Context: an optimization exercise on an open-source flow, tuned for small area, a short achievable clock period and few clock cycles. The choices shown serve that exercise and are no tape-out recipe.
Only the layout flow was run in this run; the RTL was not checked for function there.
Power figures rest on the tool's default switching activity, not on a simulated workload.

===== design/flow/run.sh =====
#!/bin/bash
# synth_recipe.tcl (not shown) runs the flow's synth.tcl, then flattens the netlist and writes it again
# the make line also repeats each setting of config.mk as NAME=value (left out here)
make -C /OpenROAD-flow-scripts/flow DESIGN_CONFIG=/design/flow/config.mk WORK_HOME=/design/flow/orfs CLKGATE_MAP_FILE= SYNTH_SCRIPT=/design/flow/synth_recipe.tcl finish

===== design/flow/config.mk =====
export PLATFORM = sky130hd
export DESIGN_NAME = job_sequencing_deadlines
export DESIGN_NICKNAME = job_sequencing_deadlines
export VERILOG_FILES = /design/flow/design.v
export SDC_FILE = /design/flow/constraint.sdc
export NUM_CORES = 4
export LEC_CHECK = 0
export CAP_MARGIN = 20
export CORE_MARGIN = 2
export CORE_UTILIZATION = 40
export SLEW_MARGIN = 20

===== design/flow/constraint.sdc =====
create_clock -name core_clock -period 6.0 [get_ports {clk_i}]
set_input_delay 1.2000 -clock core_clock [delete_from_list [all_inputs] [get_ports {clk_i}]]
set_output_delay 1.2000 -clock core_clock [all_outputs]
set_load 0.01 [all_outputs]

===== design/flow/design.v =====
package jsd_pkg;
  localparam int unsigned DlW  = 8;
  localparam int unsigned PrW  = 16;
  localparam int unsigned SumW = 24;
  localparam int unsigned MaxJobsDef     = 64;
  localparam int unsigned MaxDeadlineDef = 63;
endpackage
module jsd_job_mem #(
  parameter int unsigned MAX_JOBS = 256,
  parameter int unsigned IW       = $clog2(MAX_JOBS)
) (
  input  logic                    clk_i,
  input  logic                    we_i,
  input  logic [IW-1:0]           waddr_i,
  input  logic [jsd_pkg::DlW-1:0] wdl_i,
  input  logic [jsd_pkg::PrW-1:0] wpr_i,
  input  logic [IW-1:0]           raddr_i,
  output logic [jsd_pkg::DlW-1:0] rdl_o,
  output logic [jsd_pkg::PrW-1:0] rpr_o
);
  localparam int unsigned DlW  = jsd_pkg::DlW;
  localparam int unsigned PrW  = jsd_pkg::PrW;
  localparam int unsigned SumW = jsd_pkg::SumW;
  logic [DlW-1:0] dl_mem [MAX_JOBS];
  logic [PrW-1:0] pr_mem [MAX_JOBS];
  always_ff @(posedge clk_i) begin
    if (we_i) begin
      dl_mem[waddr_i] <= wdl_i;
      pr_mem[waddr_i] <= wpr_i;
    end
    rdl_o <= dl_mem[raddr_i];
    rpr_o <= pr_mem[raddr_i];
  end
endmodule
module jsd_slot_mem #(
  parameter int unsigned DEPTH = 256,
  parameter int unsigned SW    = $clog2(DEPTH)
) (
  input  logic          clk_i,
  input  logic          we_i,
  input  logic [SW-1:0] waddr_i,
  input  logic [SW-1:0] wdata_i,
  input  logic [SW-1:0] raddr_i,
  output logic [SW-1:0] rdata_o
);
  logic [SW-1:0] par_mem [DEPTH];
  always_ff @(posedge clk_i) begin
    if (we_i) begin
      par_mem[waddr_i] <= wdata_i;
    end
    rdata_o <= par_mem[raddr_i];
  end
endmodule
module job_sequencing_deadlines #(
  parameter int unsigned MAX_JOBS     = jsd_pkg::MaxJobsDef,
  parameter int unsigned MAX_DEADLINE = jsd_pkg::MaxDeadlineDef
) (
  input  logic                     clk_i,
  input  logic                     rst_ni,
  input  logic                     in_valid_i,
  output logic                     in_stall_o,
  input  logic [jsd_pkg::DlW-1:0]  deadline_i,
  input  logic [jsd_pkg::PrW-1:0]  profit_i,
  input  logic                     last_i,
  output logic                     out_valid_o,
  input  logic                     out_stall_i,
  output logic [jsd_pkg::SumW-1:0] total_profit_o
);
  localparam int unsigned DlW  = jsd_pkg::DlW;
  localparam int unsigned PrW  = jsd_pkg::PrW;
  localparam int unsigned SumW = jsd_pkg::SumW;
  localparam int unsigned IW = (MAX_JOBS > 1) ? $clog2(MAX_JOBS) : 1;
  localparam int unsigned CW = $clog2(MAX_JOBS + 1);
  localparam int unsigned SW = $clog2(MAX_DEADLINE + 1);
  localparam int unsigned KW = PrW + DlW + IW;
  typedef enum logic [2:0] {
    S_CLEAR, S_LOAD, S_SCAN_RD, S_SCAN_CMP, S_FIND_RD, S_FIND_CHK, S_DONE
  } state_e;
  state_e          state_q;
  logic [CW-1:0]   cnt_q, pass_q;
  logic [IW-1:0]   idx_q;
  logic [SW-1:0]   clr_q, r_q;
  logic [KW-1:0]   best_q, prev_q;
  logic            have_q, first_q;
  logic [SumW-1:0] sum_q;
  logic            out_valid_q;
  logic [SumW-1:0] out_q;
  logic [DlW-1:0]  rdl;
  logic [PrW-1:0]  rpr;
  logic [SW-1:0]   par;
  logic            in_xfer;
  logic [KW-1:0]   cand, best_n;
  logic            take;
  logic [DlW-1:0]  sel_dl;
  logic [SW-1:0]   sel_slot;
  logic [SumW:0]   sum_ext;
  logic            slot_we;
  logic [SW-1:0]   slot_waddr, slot_wdata, slot_raddr;
  assign in_stall_o     = (state_q != S_LOAD);
  assign in_xfer        = in_valid_i && !in_stall_o;
  assign out_valid_o    = out_valid_q;
  assign total_profit_o = out_q;
  jsd_job_mem #(.MAX_JOBS(MAX_JOBS), .IW(IW)) u_job_mem (
    .clk_i   (clk_i),
    .we_i    (in_xfer && (cnt_q < CW'(MAX_JOBS))),
    .waddr_i (cnt_q[IW-1:0]),
    .wdl_i   (deadline_i),
    .wpr_i   (profit_i),
    .raddr_i (idx_q),
    .rdl_o   (rdl),
    .rpr_o   (rpr)
  );
  always_comb begin
    slot_we    = 1'b0;
    slot_waddr = r_q;
    slot_wdata = r_q - SW'(1);
    if (state_q == S_CLEAR) begin
      slot_we    = 1'b1;
      slot_waddr = clr_q;
      slot_wdata = clr_q;
    end else if (state_q == S_FIND_CHK && par == r_q && r_q != '0) begin
      slot_we = 1'b1;
    end
  end
  assign slot_raddr = r_q;
  jsd_slot_mem #(.DEPTH(MAX_DEADLINE + 1), .SW(SW)) u_slot_mem (
    .clk_i   (clk_i),
    .we_i    (slot_we),
    .waddr_i (slot_waddr),
    .wdata_i (slot_wdata),
    .raddr_i (slot_raddr),
    .rdata_o (par)
  );
  always_comb begin
    cand   = {rpr, ~rdl, ~idx_q};
    take   = (first_q || cand < prev_q) && (!have_q || cand > best_q);
    best_n = take ? cand : best_q;
    sel_dl = ~best_n[IW +: DlW];
    if (32'(sel_dl) > MAX_DEADLINE) begin
      sel_slot = SW'(MAX_DEADLINE);
    end else begin
      sel_slot = SW'(sel_dl);
    end
    sum_ext = {1'b0, sum_q} + (SumW + 1)'(prev_q[KW-1 -: PrW]);
  end
  always_ff @(posedge clk_i or negedge rst_ni) begin
    if (!rst_ni) begin
      state_q     <= S_CLEAR;
      cnt_q       <= '0;
      pass_q      <= '0;
      idx_q       <= '0;
      clr_q       <= '0;
      r_q         <= '0;
      best_q      <= '0;
      prev_q      <= '0;
      have_q      <= 1'b0;
      first_q     <= 1'b1;
      sum_q       <= '0;
      out_valid_q <= 1'b0;
      out_q       <= '0;
    end else begin
      if (out_valid_q && !out_stall_i) begin
        out_valid_q <= 1'b0;
      end
      unique case (state_q)
        S_CLEAR: begin
          clr_q <= clr_q + SW'(1);
          if (clr_q == SW'(MAX_DEADLINE)) begin
            state_q <= S_LOAD;
          end
        end
        S_LOAD: begin
          if (in_xfer) begin
            if (cnt_q < CW'(MAX_JOBS)) begin
              cnt_q <= cnt_q + CW'(1);
            end
            if (last_i) begin
              idx_q   <= '0;
              pass_q  <= '0;
              have_q  <= 1'b0;
              first_q <= 1'b1;
              sum_q   <= '0;
              state_q <= S_SCAN_RD;
            end
          end
        end
        S_SCAN_RD: begin
          state_q <= S_SCAN_CMP;
        end
        S_SCAN_CMP: begin
          if (CW'(idx_q) + CW'(1) == cnt_q) begin
            prev_q  <= best_n;
            first_q <= 1'b0;
            have_q  <= 1'b0;
            r_q     <= sel_slot;
            state_q <= S_FIND_RD;
          end else begin
            best_q  <= best_n;
            have_q  <= have_q || take;
            idx_q   <= idx_q + IW'(1);
            state_q <= S_SCAN_RD;
          end
        end
        S_FIND_RD: begin
          state_q <= S_FIND_CHK;
        end
        S_FIND_CHK: begin
          if (par != r_q) begin
            r_q     <= par;
            state_q <= S_FIND_RD;
          end else begin
            if (r_q != '0) begin
              sum_q <= sum_ext[SumW] ? '1 : sum_ext[SumW-1:0];
            end
            pass_q <= pass_q + CW'(1);
            idx_q  <= '0;
            if (pass_q + CW'(1) == cnt_q) begin
              state_q <= S_DONE;
            end else begin
              state_q <= S_SCAN_RD;
            end
          end
        end
        S_DONE: begin
          if (!out_valid_q) begin
            out_valid_q <= 1'b1;
            out_q       <= sum_q;
            cnt_q       <= '0;
            sum_q       <= '0;
            clr_q       <= '0;
            state_q     <= S_CLEAR;
          end
        end
        default: state_q <= S_CLEAR;
      endcase
    end
  end
endmodule

==> run summary <==
==> cell families (layout without fill, tap and decap cells) <==
logic type	after synthesis	after routing	synth area share
simple gates	479	479	0.0257
mux	663	663	0.175
other cells	0	8	0
flops	2096	2096	0.745
fa+ha+maj	82	82	0.0124
compound gates	295	295	0.0231
xor+xnor	48	48	0.00506
buf+inv	283	579	0.0142
==> cells in the mapped netlist, drive strengths merged, types with 14 or more instances <==
library cell and instances:
xnor2 31, buf 89, nand4 17, mux2i 16, a21o 14, xor2 17
nand3 33, dfrtp 145, edfxtp 1920, mux4 630, dfxtp 30, nand2 174
nor2 170, a31oi 29, clkbuf 111, mux2 17, o31ai 14, a22oi 16
ha 81, inv 83, a21oi 54, o21ai 86
==> report_power, final <==
group | switching (mW) | total [mW] | internal, mW
Clock | 5.55 | 12.8 | 7.26
Combinational | 5.74 | 9.69 | 3.95
Sequential | 0.572 | 17.9 | 17.3
Total | 11.9 | 40.4 | 28.5
==> path summary, 6_finish.rpt <==
path	from	endpoint	slack (ns)	cells past startpoint
setup / recovery	r_q[3]	u_slot_mem.par_mem[22][3]	1.72	8
hold / removal	out_q[10]	out_q[10]	0.47	2
setup reg to reg	r_q[3]	u_slot_mem.par_mem[22][3]	1.72	8
hold reg to reg	out_q[10]	out_q[10]	0.47	2
max in group asynchronous	rst_ni	idx_q[1]	4.24	2
min in group asynchronous	rst_ni	out_q[12]	0.48	1
==> registers in the layout, summed over array words and instances (netlist names), 16 cells and up <==
| register | flops |
|---|---|
| best_q | 30 |
| out_q | 24 |
| prev_q | 30 |
| sum_q | 24 |
| u_job_mem.dl_mem | 512 |
| u_job_mem.pr_mem | 1024 |
| u_job_mem.rpr_o | 16 |
| u_slot_mem.par_mem | 384 |
==> cell usage in the layout (no fill, tap or decap), types with 8 or more instances in the layout <==
cell and n:
o21ai_0 61, o31ai_1 14, a31oi_1 28, ha_1 81, edfxtp_1 1920, mux4_2 630, a22oi_1 16, buf_4 66
mux2_1 17, nor3_1 9, xnor2_1 31, dfrtp_1 139, clkinv_1 46, clkinvlp_4 9, nor2b_1 13, clkbuf_8 11
diode_2 8, o22ai_1 13, o21ai_1 21, nand2_1 173, nor2_4 62, dfxtp_1 30, a21o_1 14, a21oi_1 50
inv_1 81, bufinv_16 14, mux2i_1 16, clkbuf_1 46, nand4_1 17, and3_1 10, clkinv_2 36, xor2_1 17
clkdlybuf4s50_1 29, clkbuf_16 213, nor2_1 108, nand3_1 31
==> layer usage <==
metal	GRT usage	share of wire	wire [um]	vias up
met3	0.0339	0.074	14900	274
li1	-	-	-	16700
met1	0.276	0.43	85800	21100
met2	0.300	0.48	96300	1441
met4	0.0493	0.023	4720	0
met5	0	0	0	-
==> cell type report <==
cell class | count | area share
sequential | 2096 | 0.659
clock inverter | 119 | 0.0116
timing repair buffer | 107 | 0.0103
clock buffer | 270 | 0.0602
inverter | 83 | 0.00339
antenna | 8 | 0.000213
tap | 2704 | 0.0360
multi-input combinational | 1567 | 0.220
==> tightest hold or removal path: cells and delay by family, from the launching register on <==
| family | cells | cell delay (ns) |
|---|---|---|
| flops | 1 | 0.34 |
| simple gates | 2 | 0.10 |
==> key figures <==
Cells and area
  – FF+latch area: 61900 um2
  – Layout cells sized above 1: 0.260
  – Fillers: approximately 17000
  – Design Area, Final: ~94000 um2
  – Multi-input logic area: between 20000 and 25000 um2
  – Non-Filler Instances: around 7000
  – Fin util: 0.454
  – Final net count: 4176
  – Syn-to-layout area delta: 13.0%

Clock network
  – Post-CTS Setup Bufs: 0
  – Inserted Clock Buffers: 210
  – Clock latency (worst-skew pair): 0.86 ns
  – CTS tree: built
  – Post-CTS Hold Buffers: 0
  – Clk pin slew, worst setup/hold paths: 0.06 ns
  – H-Tree Depth: 4
  – CTS sink cnt: about 2100
  – CTS root buf: clkbuf_16
  – CTS max path bufs: 3
  – Post_cts resized: 0

Logic synthesis
  – Cell Area, Synth: approximately 83000 um2
  – Syn nets: 4057
  – Ranking of synthesized cells by area: edfxtp_1, mux4_2, dfrtp_1
  – Count of cell types in the netlist: 73
  – Async SR Flop Fraction: 0.0697
  – Main flop type after synthesis: edfxtp_1
  – Yosys top cell by area: edfxtp_1
  – Number of flops mapped to enable cells by yosys: approximately 1900
  – Synth top area share: 0.693
  – Part of the Yosys area used for sequential elements: 0.745
  – Ys Warns: 3
  – Mapped Cells: approximately 3900
  – Avg Cell Area, Syn: ~21 um2
  – Seq cells post-synth: between 2000 and 2500

Routing
  – Vias: ~40000
  – Vias/cell: 5.68
  – DRC violation count after routing: 0
  – WL final: ~200 mm
  – ANT nets after route: 0
  – Iter 0 DRT Violations: roughly 4400
  – DRT Pass-1 Iters: 5
  – Routed wire per std cell: around 29 um

Worst setup path
  – CP Capture Type: flop
  – Critical Path AT: roughly 4.8 ns
  – Critical path's slowest cell: nor2_1
  – CP startpoint kind: flop
  – Crit path max fanout: 30
  – Cell family with most CP delay: simple AND/OR/NAND/NOR gates
  – Worst setup path class: flop to flop
  – Worst-path cell chain: buf_4, xnor2_1, nand4_1, nor3_1, nand2b_1, nand2_1, nand3_1, nor2_1
  – WP data required: 6.48 ns
  – Crit-path max cell delay: a little under 0.7 ns
  – Bufs and invs on worst path: 1

Place
  – Placed Area: slightly below 90000 um2
  – Post-DP HPWL: between 100 and 150 mm
  – Global placement routability congestion: just over 0.8
  – Setup WS pre-CTS: 1.26 ns
  – Buffers added on ports: 54
  – DP Cell Count: roughly 6600

Hold path
  – HP Class: flop to flop

Floorplanning
  – Core ar.: 207000 um2
  – Die area: 212000 um2
  – Initial Util: 0.402
  – Horiz. Die Dim: around 460 um
  – Die height: 460 um
  – I/O pin count: 55
  – Rows: roughly 170

STA
  – Fin. max-slew vios: 0
  – Slew @ Worst Pin: 1.15 ns
  – Tcrit/Tclk final: 0.714
  – Final WS setup: between 1.5 and 2 ns
  – Hold_ws: ~0.47 ns
  – Sum Neg Setup Slack: 0 ns
  – Slew margin rel.: 0.231
  – Setup Skew: about 0.055 ns
  – Hold Vio Cnt, Final: 0
  – Max Clk Rate: about 230 MHz
  – Final setup vio count: 0
  – Min Clock Period, post-route: 4.28 ns
  – RSZ-0062 raised after global routing: false

GRT
  – Largest net degree at the start of global routing: 133
  – Tot GR Track Use: 0.191
  – Antenna violations before repair: 10
  – Vias in the first global route: about 39000
  – Global-route wire length before repair: 289 mm
  – Total gr overflow: 0

Power
  – Static Leak: just under 30 nW
  – Design Power: a little over 40 mW
  – Max VDD drop: approximately 0.33 mV
  – Pwr dens: about 430 nW/um2

Run
  – Max-cap violations: 0

Status
  – Status: timing/DRC/antenna clean

## static timing again, ports no longer ideal
How much do the figures lean on ideal ports? The routed layout below was timed once more, with nothing changed but the port constraints.
Step 1 (the two cells are an assumption about what drives the block):
set clk [get_ports {clk_i}]
set_driving_cell -lib_cell sky130_fd_sc_hd__clkbuf_16 $clk
set_driving_cell -lib_cell sky130_fd_sc_hd__buf_2 [delete_from_list [all_inputs] $clk]
Step 2 times the ports against the registers' clock, not the clock port: input delays grow and output delays shrink by t, the midpoint of the rising clock arrivals with the driver on.
a / b / c = ideal / step 1 / step 2; a / b = the first two.
t (ns): 0.919
slack for setup (ns): 1.716 / 1.716 / 1.178
worst hold slack (ns): 0.470 / 0.431 / 0.470
worst data-port slew with drivers (ns): 0.07
cell pins on the clock port's net: 1
After both steps this run still meets setup and hold. The setup slack of this run moves by 0.000 ns with the drivers and by -0.538 ns with both steps.
